Context: an optimization exercise on an open-source flow, tuned for small area. The choices shown serve that exercise and are no tape-out recipe. Only simulation tests tie the RTL to the original design; equivalence was not proved.

==> run G: inputs <==
==> flow/design.v <==
package cnn_geom_pkg;
    localparam int CI     = 3;
    localparam int PIX_BW = 16;
    localparam int IMG_W  = 8;
    localparam int IMG_H  = 8;
    localparam int POOL_W = IMG_W / 2;
    localparam int COL_BW = 3;
    localparam int ROW_BW = 3;
endpackage
package cnn_ctrl_pkg;
    typedef enum logic {
        POOL_MAX = 1'b0,
        POOL_AVG = 1'b1
    } pool_op_e;
    typedef enum logic [1:0] {
        S_IDLE = 2'd0,
        S_RUN  = 2'd1,
        S_HOLD = 2'd2
    } pool_state_e;
endpackage
import cnn_geom_pkg::*;
module relu_stage (
    input  logic [PIX_BW-1:0] i_pixel,
    output logic [PIX_BW-2:0] o_mag,
    output logic              o_neg
);
    assign o_mag = i_pixel[PIX_BW-2:0];
    assign o_neg = i_pixel[PIX_BW-1];
endmodule
import cnn_geom_pkg::*;
module line_buffer (
    input  logic              clk,
    input  logic              i_shift,
    input  logic              i_odd_col,
    input  logic              i_odd_row,
    input  cnn_ctrl_pkg::pool_op_e i_op,
    input  logic [PIX_BW-2:0] i_mag,
    input  logic              i_neg,
    output logic [PIX_BW-2:0] o_result
);
    logic [PIX_BW:0]   tail;
    logic [PIX_BW-1:0] ring [POOL_W-1];
    logic [PIX_BW-1:0] folded;
    logic [PIX_BW:0]   head;
    logic [PIX_BW:0]   acc_in;
    logic [PIX_BW:0]   acc_out;
    logic              avg;
    assign avg = (i_op == cnn_ctrl_pkg::POOL_AVG);
    assign folded = {tail[PIX_BW-1:1], avg ? tail[0] : tail[PIX_BW]};
    assign head   = {~avg & ring[0][0], ring[0][PIX_BW-1:1], avg & ring[0][0]};
    assign acc_in = i_odd_col ? tail
                  : (i_odd_row ? head : '0);
    pool_unit u_pool_unit (
        .i_op   (i_op),
        .i_acc  (acc_in),
        .i_mag  (i_mag),
        .i_neg  (i_neg),
        .o_acc  (acc_out)
    );
    always_ff @(posedge clk) begin
        if (i_shift) begin
            tail <= acc_out;
            if (!i_odd_col) begin
                ring[POOL_W-2] <= folded;
                for (int i = 0; i < POOL_W-2; i++) begin
                    ring[i] <= ring[i+1];
                end
            end
        end
    end
    assign o_result = tail[PIX_BW:2];
endmodule
import cnn_geom_pkg::*;
import cnn_ctrl_pkg::*;
module pool_unit (
    input  cnn_ctrl_pkg::pool_op_e  i_op,
    input  logic [PIX_BW:0]         i_acc,
    input  logic [PIX_BW-2:0]       i_mag,
    input  logic                    i_neg,
    output logic [PIX_BW:0]         o_acc
);
    logic [PIX_BW-2:0] addend;
    logic [PIX_BW:0]   sum;
    logic [PIX_BW+1:0] carry;
    logic [PIX_BW-1:0] borrow;
    logic [PIX_BW-2:0] top;
    logic              keep;
    assign addend = (i_op == POOL_AVG && !i_neg) ? i_mag : '0;
    assign carry[0] = 1'b0;
    for (genvar i = 0; i <= PIX_BW; i++) begin : g_add
        if (i < PIX_BW-1) begin : g_fa
            assign sum[i]     = i_acc[i] ^ addend[i] ^ carry[i];
            assign carry[i+1] = (i_acc[i] & addend[i]) | (carry[i] & (i_acc[i] ^ addend[i]));
        end else begin : g_ha
            assign sum[i]     = i_acc[i] ^ carry[i];
            assign carry[i+1] = i_acc[i] & carry[i];
        end
    end
    assign top       = i_acc[PIX_BW:2];
    assign borrow[0] = 1'b0;
    for (genvar i = 0; i < PIX_BW-1; i++) begin : g_cmp
        assign borrow[i+1] = (~top[i] & i_mag[i]) | (~top[i] & borrow[i]) | (i_mag[i] & borrow[i]);
    end
    assign keep = i_neg | ~borrow[PIX_BW-1];
    assign o_acc = (i_op == POOL_AVG || keep) ? sum : {i_mag, 2'b00};
endmodule
import cnn_geom_pkg::*;
import cnn_ctrl_pkg::*;
module pool_ctrl (
    input  logic                 clk,
    input  logic                 reset_n,
    input  logic                 i_valid,
    output logic                 o_ready,
    input  cnn_ctrl_pkg::pool_op_e i_pool_op,
    output cnn_ctrl_pkg::pool_op_e o_op,
    output logic                 o_shift,
    output logic                 o_odd_col,
    output logic                 o_odd_row,
    output logic                 o_valid,
    output logic                 o_last,
    input  logic                 i_ready
);
    cnn_ctrl_pkg::pool_op_e op_q;
    logic [COL_BW-1:0] col;
    logic [ROW_BW-1:0] row;
    logic              accept;
    logic              frame_start;
    logic              win_done;
    assign o_ready = ~(o_valid & ~i_ready);
    assign accept  = i_valid & o_ready;
    assign frame_start = (row == '0) & (col == '0);
    assign win_done    = accept & row[0] & col[0];
    assign o_last = o_valid & frame_start;
    assign o_op      = cnn_ctrl_pkg::pool_op_e'(frame_start ? i_pool_op : op_q);
    assign o_shift   = accept;
    assign o_odd_col = col[0];
    assign o_odd_row = row[0];
    always_ff @(posedge clk or negedge reset_n) begin
        if (!reset_n) begin
            op_q    <= POOL_MAX;
            col     <= '0;
            row     <= '0;
            o_valid <= 1'b0;
        end else begin
            if (accept) begin
                if (frame_start) op_q <= i_pool_op;
                {row, col} <= {row, col} + 1'b1;
            end
            if (win_done) begin
                o_valid <= 1'b1;
            end else if (i_ready) begin
                o_valid <= 1'b0;
            end
        end
    end
endmodule
import cnn_geom_pkg::*;
import cnn_ctrl_pkg::*;
module cnn_pool_top (
    input  logic                 clk,
    input  logic                 reset_n,
    input  logic                 i_valid,
    output logic                 o_ready,
    input  logic [CI*PIX_BW-1:0] i_pixel,
    input  cnn_ctrl_pkg::pool_op_e             i_pool_op,
    output logic                 o_valid,
    output logic [CI*PIX_BW-1:0] o_pool,
    output logic                 o_last,
    input  logic                 i_ready
);
    logic                     shift;
    logic                     odd_col;
    logic                     odd_row;
    cnn_ctrl_pkg::pool_op_e   op;
    for (genvar c = 0; c < CI; c++) begin : g_ch
        logic [PIX_BW-2:0] result;
        logic [PIX_BW-2:0] mag;
        logic              neg;
        relu_stage u_relu (
            .i_pixel (i_pixel[c*PIX_BW +: PIX_BW]),
            .o_mag   (mag),
            .o_neg   (neg)
        );
        line_buffer u_line_buffer (
            .clk       (clk),
            .i_shift   (shift),
            .i_odd_col (odd_col),
            .i_odd_row (odd_row),
            .i_op      (op),
            .i_mag     (mag),
            .i_neg     (neg),
            .o_result  (result)
        );
        assign o_pool[c*PIX_BW +: PIX_BW] = {1'b0, result};
    end
    pool_ctrl u_pool_ctrl (
        .clk       (clk),
        .reset_n   (reset_n),
        .i_valid   (i_valid),
        .o_ready   (o_ready),
        .i_pool_op (i_pool_op),
        .o_op      (op),
        .o_shift   (shift),
        .o_odd_col (odd_col),
        .o_odd_row (odd_row),
        .o_valid   (o_valid),
        .o_last    (o_last),
        .i_ready   (i_ready)
    );
endmodule
==> flow/flow/run.sh <==
#!/bin/bash
# The standard layout (the standard.sh, unchanged ORFS steps) with
# three settings that only reduce cell area:
#  - ABC maps the logic for area alone (flow/abc_area.script: no buffering
#    or upsizing in ABC; OpenROAD repairs slew, load and timing later);
#  - the port buffers are the smallest buffer, buf_1, not clkdlybuf4s50_1;
#  - CTS uses small clock buffers and no dummy loads.
# Each tool's output goes to a log file of its own in this folder.
set -euo pipefail
W=$PWD

rm -rf "$W/scripts_area"
cp -r "$FLOW_HOME/scripts" "$W/scripts_area"
cp "$W/flow/abc_area.script" "$W/scripts_area/abc_area.script"
export SCRIPTS_DIR="$W/scripts_area"
DU_SYNTH="sky130_fd_sc_hd__a22o_2"

export BUFFER_PORTS_ARGS="-buffer_cell sky130_fd_sc_hd__buf_1"
export CTS_ARGS="-sink_clustering_enable -repair_clock_nets -sink_clustering_size 30 -sink_clustering_max_diameter 80 -buf_list {sky130_fd_sc_hd__clkbuf_4 sky130_fd_sc_hd__clkbuf_8 sky130_fd_sc_hd__clkbuf_16} -dont_use_dummy_load"

DONT_USE_CELLS="$DU_SYNTH" bash standard.sh synth > "$W/synth.log" 2>&1
bash standard.sh > "$W/layout.log" 2>&1
==> flow/flow/abc_area.script <==
strash
dc2
dch -f
map -a
topo
==> flow/standard.sh <==
#!/bin/bash
# synth_recipe.tcl (not shown) runs the flow's synth.tcl, then flattens the netlist and writes it again
# the make line also repeats each setting of config.mk as NAME=value (left out here)
make -C /OpenROAD-flow-scripts/flow DESIGN_CONFIG=/design/flow/config.mk WORK_HOME=/design/flow/orfs CLKGATE_MAP_FILE= SYNTH_SCRIPT=/design/flow/synth_recipe.tcl "${@:-finish}"
==> flow/config.mk <==
export PLATFORM = sky130hd
export DESIGN_NAME = cnn_pool_top
export DESIGN_NICKNAME = cnn_pool_top
export VERILOG_FILES = /design/flow/design.v
export SDC_FILE = /design/flow/constraint.sdc
export NUM_CORES = 4
export LEC_CHECK = 0
export ABC_AREA = 1
export CAP_MARGIN = 20
export CORE_MARGIN = 2
export CORE_UTILIZATION = 40
export SLEW_MARGIN = 20
==> flow/constraint.sdc <==
create_clock -name core_clock -period 10.0 [get_ports {clk}]
set_input_delay 2.0000 -clock core_clock [delete_from_list [all_inputs] [get_ports {clk}]]
set_output_delay 2.0000 -clock core_clock [all_outputs]
set_load 0.01 [all_outputs]
==> run R: changes against run G <==
--- a/flow/flow/run.sh
+++ b/flow/flow/run.sh
@@ -15,8 +15,7 @@
 export SCRIPTS_DIR="$W/scripts_area"
-DU_SYNTH="sky130_fd_sc_hd__a22o_2"
 
 export BUFFER_PORTS_ARGS="-buffer_cell sky130_fd_sc_hd__buf_1"
-export CTS_ARGS="-sink_clustering_enable -repair_clock_nets -sink_clustering_size 30 -sink_clustering_max_diameter 80 -buf_list {sky130_fd_sc_hd__clkbuf_4 sky130_fd_sc_hd__clkbuf_8 sky130_fd_sc_hd__clkbuf_16} -dont_use_dummy_load"
+export CTS_ARGS="-sink_clustering_enable -repair_clock_nets -sink_clustering_size 20 -sink_clustering_max_diameter 60 -buf_list {sky130_fd_sc_hd__clkbuf_2 sky130_fd_sc_hd__clkbuf_4 sky130_fd_sc_hd__clkbuf_8} -dont_use_dummy_load"
 
-DONT_USE_CELLS="$DU_SYNTH" bash standard.sh synth > "$W/synth.log" 2>&1
+bash standard.sh synth > "$W/synth.log" 2>&1
 bash standard.sh > "$W/layout.log" 2>&1
==> run X: changes against run G <==
==> flow/design.v, changed modules only <==
module line_buffer (
    input  logic              clk,
    input  logic              i_shift,
    input  logic              i_odd_col,
    input  logic              i_odd_row,
    input  cnn_ctrl_pkg::pool_op_e i_op,
    input  logic [PIX_BW-2:0] i_mag,
    input  logic              i_neg,
    output logic [PIX_BW-2:0] o_result
);
    logic [PIX_BW:0]   tail;
    logic [PIX_BW-1:0] ring [POOL_W-1];
    logic [PIX_BW-1:0] folded;
    logic [PIX_BW:0]   head;
    logic [PIX_BW:0]   acc_in;
    logic [PIX_BW:0]   acc_out;
    logic              avg;
    assign avg = (i_op == cnn_ctrl_pkg::POOL_AVG);
    assign folded = {tail[PIX_BW-1:1], avg ? tail[0] : tail[PIX_BW]};
    assign head   = {~avg & ring[0][0], ring[0][PIX_BW-1:1], avg & ring[0][0]};
    assign acc_in = (i_odd_col || !i_shift) ? tail
                  : (i_odd_row ? head : '0);
    pool_unit u_pool_unit (
        .i_op   (i_op),
        .i_hold (~i_shift),
        .i_acc  (acc_in),
        .i_mag  (i_mag),
        .i_neg  (i_neg),
        .o_acc  (acc_out)
    );
    always_ff @(posedge clk) begin
        tail <= acc_out;
        if (i_shift && !i_odd_col) begin
            ring[POOL_W-2] <= folded;
            for (int i = 0; i < POOL_W-2; i++) begin
                ring[i] <= ring[i+1];
            end
        end
    end
    assign o_result = tail[PIX_BW:2];
endmodule
module pool_unit (
    input  cnn_ctrl_pkg::pool_op_e  i_op,
    input  logic                    i_hold,
    input  logic [PIX_BW:0]         i_acc,
    input  logic [PIX_BW-2:0]       i_mag,
    input  logic                    i_neg,
    output logic [PIX_BW:0]         o_acc
);
    logic [PIX_BW:0]   nacc;
    logic [PIX_BW-2:0] naddend;
    logic [PIX_BW:0]   nsum;
    logic [PIX_BW+1:0] ncarry;
    logic [PIX_BW-1:0] borrow;
    logic              keep;
    assign nacc    = ~i_acc;
    assign naddend = (i_op == POOL_AVG && !i_neg && !i_hold) ? ~i_mag : '1;
    assign ncarry[0] = 1'b1;
    for (genvar i = 0; i <= PIX_BW; i++) begin : g_add
        if (i < PIX_BW-1) begin : g_fa
            assign nsum[i]     = nacc[i] ^ naddend[i] ^ ncarry[i];
            assign ncarry[i+1] = (nacc[i] & naddend[i]) | (nacc[i] & ncarry[i])
                               | (naddend[i] & ncarry[i]);
        end else begin : g_ha
            assign nsum[i]     = ~(nacc[i] ^ ncarry[i]);
            assign ncarry[i+1] = nacc[i] | ncarry[i];
        end
    end
    assign borrow[0] = 1'b0;
    for (genvar i = 0; i < PIX_BW-1; i++) begin : g_cmp
        assign borrow[i+1] = (nacc[i+2] & i_mag[i]) | (nacc[i+2] & borrow[i])
                           | (i_mag[i] & borrow[i]);
    end
    assign keep = i_neg | ~borrow[PIX_BW-1];
    assign o_acc = (i_op == POOL_AVG || keep || i_hold) ? ~nsum : {i_mag, 2'b00};
endmodule
module pool_ctrl (
    input  logic                 clk,
    input  logic                 reset_n,
    input  logic                 i_valid,
    output logic                 o_ready,
    input  cnn_ctrl_pkg::pool_op_e i_pool_op,
    output cnn_ctrl_pkg::pool_op_e o_op,
    output logic                 o_shift,
    output logic                 o_odd_col,
    output logic                 o_odd_row,
    output logic                 o_valid,
    output logic                 o_last,
    input  logic                 i_ready
);
    cnn_ctrl_pkg::pool_op_e op_q;
    logic [COL_BW-1:0] col;
    logic [ROW_BW-1:0] row;
    logic              accept;
    logic              frame_start;
    logic              win_done;
    assign o_ready = ~(o_valid & ~i_ready);
    assign accept  = i_valid & o_ready;
    assign frame_start = (row == '0) & (col == '0);
    assign win_done    = accept & row[0] & col[0];
    assign o_last = o_valid & frame_start;
    assign o_op      = cnn_ctrl_pkg::pool_op_e'(frame_start ? i_pool_op : op_q);
    assign o_shift   = accept;
    assign o_odd_col = col[0];
    assign o_odd_row = row[0];
    always_ff @(posedge clk or negedge reset_n) begin
        if (!reset_n) begin
            op_q    <= POOL_MAX;
            col     <= '0;
            row     <= '0;
            o_valid <= 1'b0;
        end else begin
            if (accept && frame_start) op_q <= i_pool_op;
            {row, col} <= {row, col} + (COL_BW+ROW_BW)'(accept);
            if (win_done) begin
                o_valid <= 1'b1;
            end else if (i_ready) begin
                o_valid <= 1'b0;
            end
        end
    end
endmodule
==> flow/flow/run.sh (replaced) <==
#!/bin/bash
# The standard layout (the standard.sh, unchanged ORFS steps) with
# settings that only reduce cell area:
#  - Yosys's synth skips its quick ABC pass (-noabc), so the adders reach
#    extract_fa as written and map to full adders without inverters between
#    them; the final ABC run maps the logic for area alone
#    (flow/abc_area.script: no buffering or upsizing in ABC; OpenROAD
#    repairs slew, load and timing later);
#  - the port buffers are the smallest buffer, buf_1, not clkdlybuf4s50_1;
#  - CTS uses small clock buffers and no dummy loads.
# Each tool's output goes to a log file of its own in this folder.
set -euo pipefail
W=$PWD

rm -rf "$W/scripts_area"
cp -r "$FLOW_HOME/scripts" "$W/scripts_area"
cp "$W/flow/abc_area.script" "$W/scripts_area/abc_area.script"
# ABC keeps a22o_2 over the smaller a22o_1 of the same function; synthesis
# leaves it out (OpenROAD may still use it later)
sed -i '1i set ::env(DONT_USE_CELLS) "$::env(DONT_USE_CELLS) sky130_fd_sc_hd__a22o_2"' "$W/scripts_area/synth_preamble.tcl"
export SCRIPTS_DIR="$W/scripts_area"

export SYNTH_ARGS="-noabc"
export BUFFER_PORTS_ARGS="-buffer_cell sky130_fd_sc_hd__buf_1"
export CTS_ARGS="-sink_clustering_enable -repair_clock_nets -sink_clustering_size 20 -sink_clustering_max_diameter 60 -buf_list {sky130_fd_sc_hd__clkbuf_2 sky130_fd_sc_hd__clkbuf_4 sky130_fd_sc_hd__clkbuf_8} -dont_use_dummy_load"

bash standard.sh synth > "$W/synth.log" 2>&1
bash standard.sh > "$W/layout.log" 2>&1
- CORE_UTILIZATION: 40 -> 65
==> flow_metrics.tcl <==
set metrics [dict create \
    netlist_top_cells_count "edfxtp_1, nor2_1, clkinv_1" \
    die_area_mm2 0.0246 \
    start_util_pct 41.0 \
    die_y_um 157 \
    wl_met2_mm 8.22 \
    fill_cells 2047 \
    p_per_area_mw_per_mm2 298 \
    placedCellCount 1059 \
    clkbuf_count 14 \
    rrSetupSlack_ps 1550 \
    num_rows 55 \
    status "no timing/DRC/antenna violations" \
    placed_area_mm2 0.00987 \
    grt_max_degree 77 \
]
the above is filed under run G

==> flow_metrics.tcl <==
set metrics [dict create \
    status "no timing/DRC/antenna violations" \
    rrSetupSlack_ps 1580 \
    grt_pass1_wl_mm 29.0 \
    clk_share_pct 2.58 \
    fill_cells 2060 \
    p_per_area_mw_per_mm2 292 \
    clkbuf_count 19 \
    die_area_mm2 0.0246 \
    dpl.hpwl_mm 12.0 \
    wl_met2_mm 8.12 \
    placedCellCount 1059 \
    post-cts-setup-buffers 0 \
    num_rows 55 \
    placed_area_mm2 0.00987 \
    vias 5402 \
    power_leader "sequential cells" \
    start_util_pct 41.0 \
    netlist_top_cells_count "edfxtp_1, nor2_1, clkinv_1" \
    layout_common_cells "edfxtp_1, buf_1, nor2_1, clkinv_1, a21oi_1" \
]
the above is filed under run R

==> flow_metrics.tcl <==
set metrics [dict create \
    p_per_area_mw_per_mm2 281 \
    wl_met2_mm 7.47 \
    fill_cells 931 \
    grt_max_degree 79 \
    status "no timing/DRC/antenna violations" \
    num_rows 42 \
    finalInstanceArea_mm2 0.00938 \
    rrSetupSlack_ps 1320 \
    cp-start-kind "primary input" \
    setup_tns_ps 0 \
    netlist_top_cells_count "edfxtp_1, nor2_1, clkinv_1" \
    synth_top_family_by_area "compound AO/OA/AOI/OAI gates" \
    track_usage_pct 22.8 \
    die_area_mm2 0.0144 \
    die_y_um 120 \
    synthMuxAreaShare_pct 0 \
    crit_path_max_incr_delay_ps 440 \
    placedCellCount 910 \
    clkbuf_count 15 \
    critical_path_class "in2reg" \
]
the above is filed under run X

==> static timing again, ports no longer ideal <==
How much do the figures lean on ideal ports? The routed layouts below were timed once more, with nothing changed but the port constraints. Step 1 assumes that a clkbuf_16 drives the clock port and a buf_2 every other input. Step 2 moves the port delays by t, midway between the first and last clock arrival at a register: inputs arrive t later, outputs are due t later. That takes back most of the time a late clock gives input paths. a / b / c = ideal ports / drivers / drivers and shift; a / b = the first two.
| run | t (ns) | setup WS [ns] | worst data-port slew with drivers (ns) |
|---|---|---|---|
| run G | 0.492 | 0.863 / 0.884 / 0.391 | 0.08 |
| run R | 0.533 | 0.940 / 0.956 / 0.423 | 0.08 |
| run X | 0.522 | 0.539 / 0.551 / 0.029 | 0.05 |
After both steps every run listed still meets setup and hold. The setup slack of run R, which loses most, moves by +0.016 ns with the drivers and by -0.517 ns with both steps.
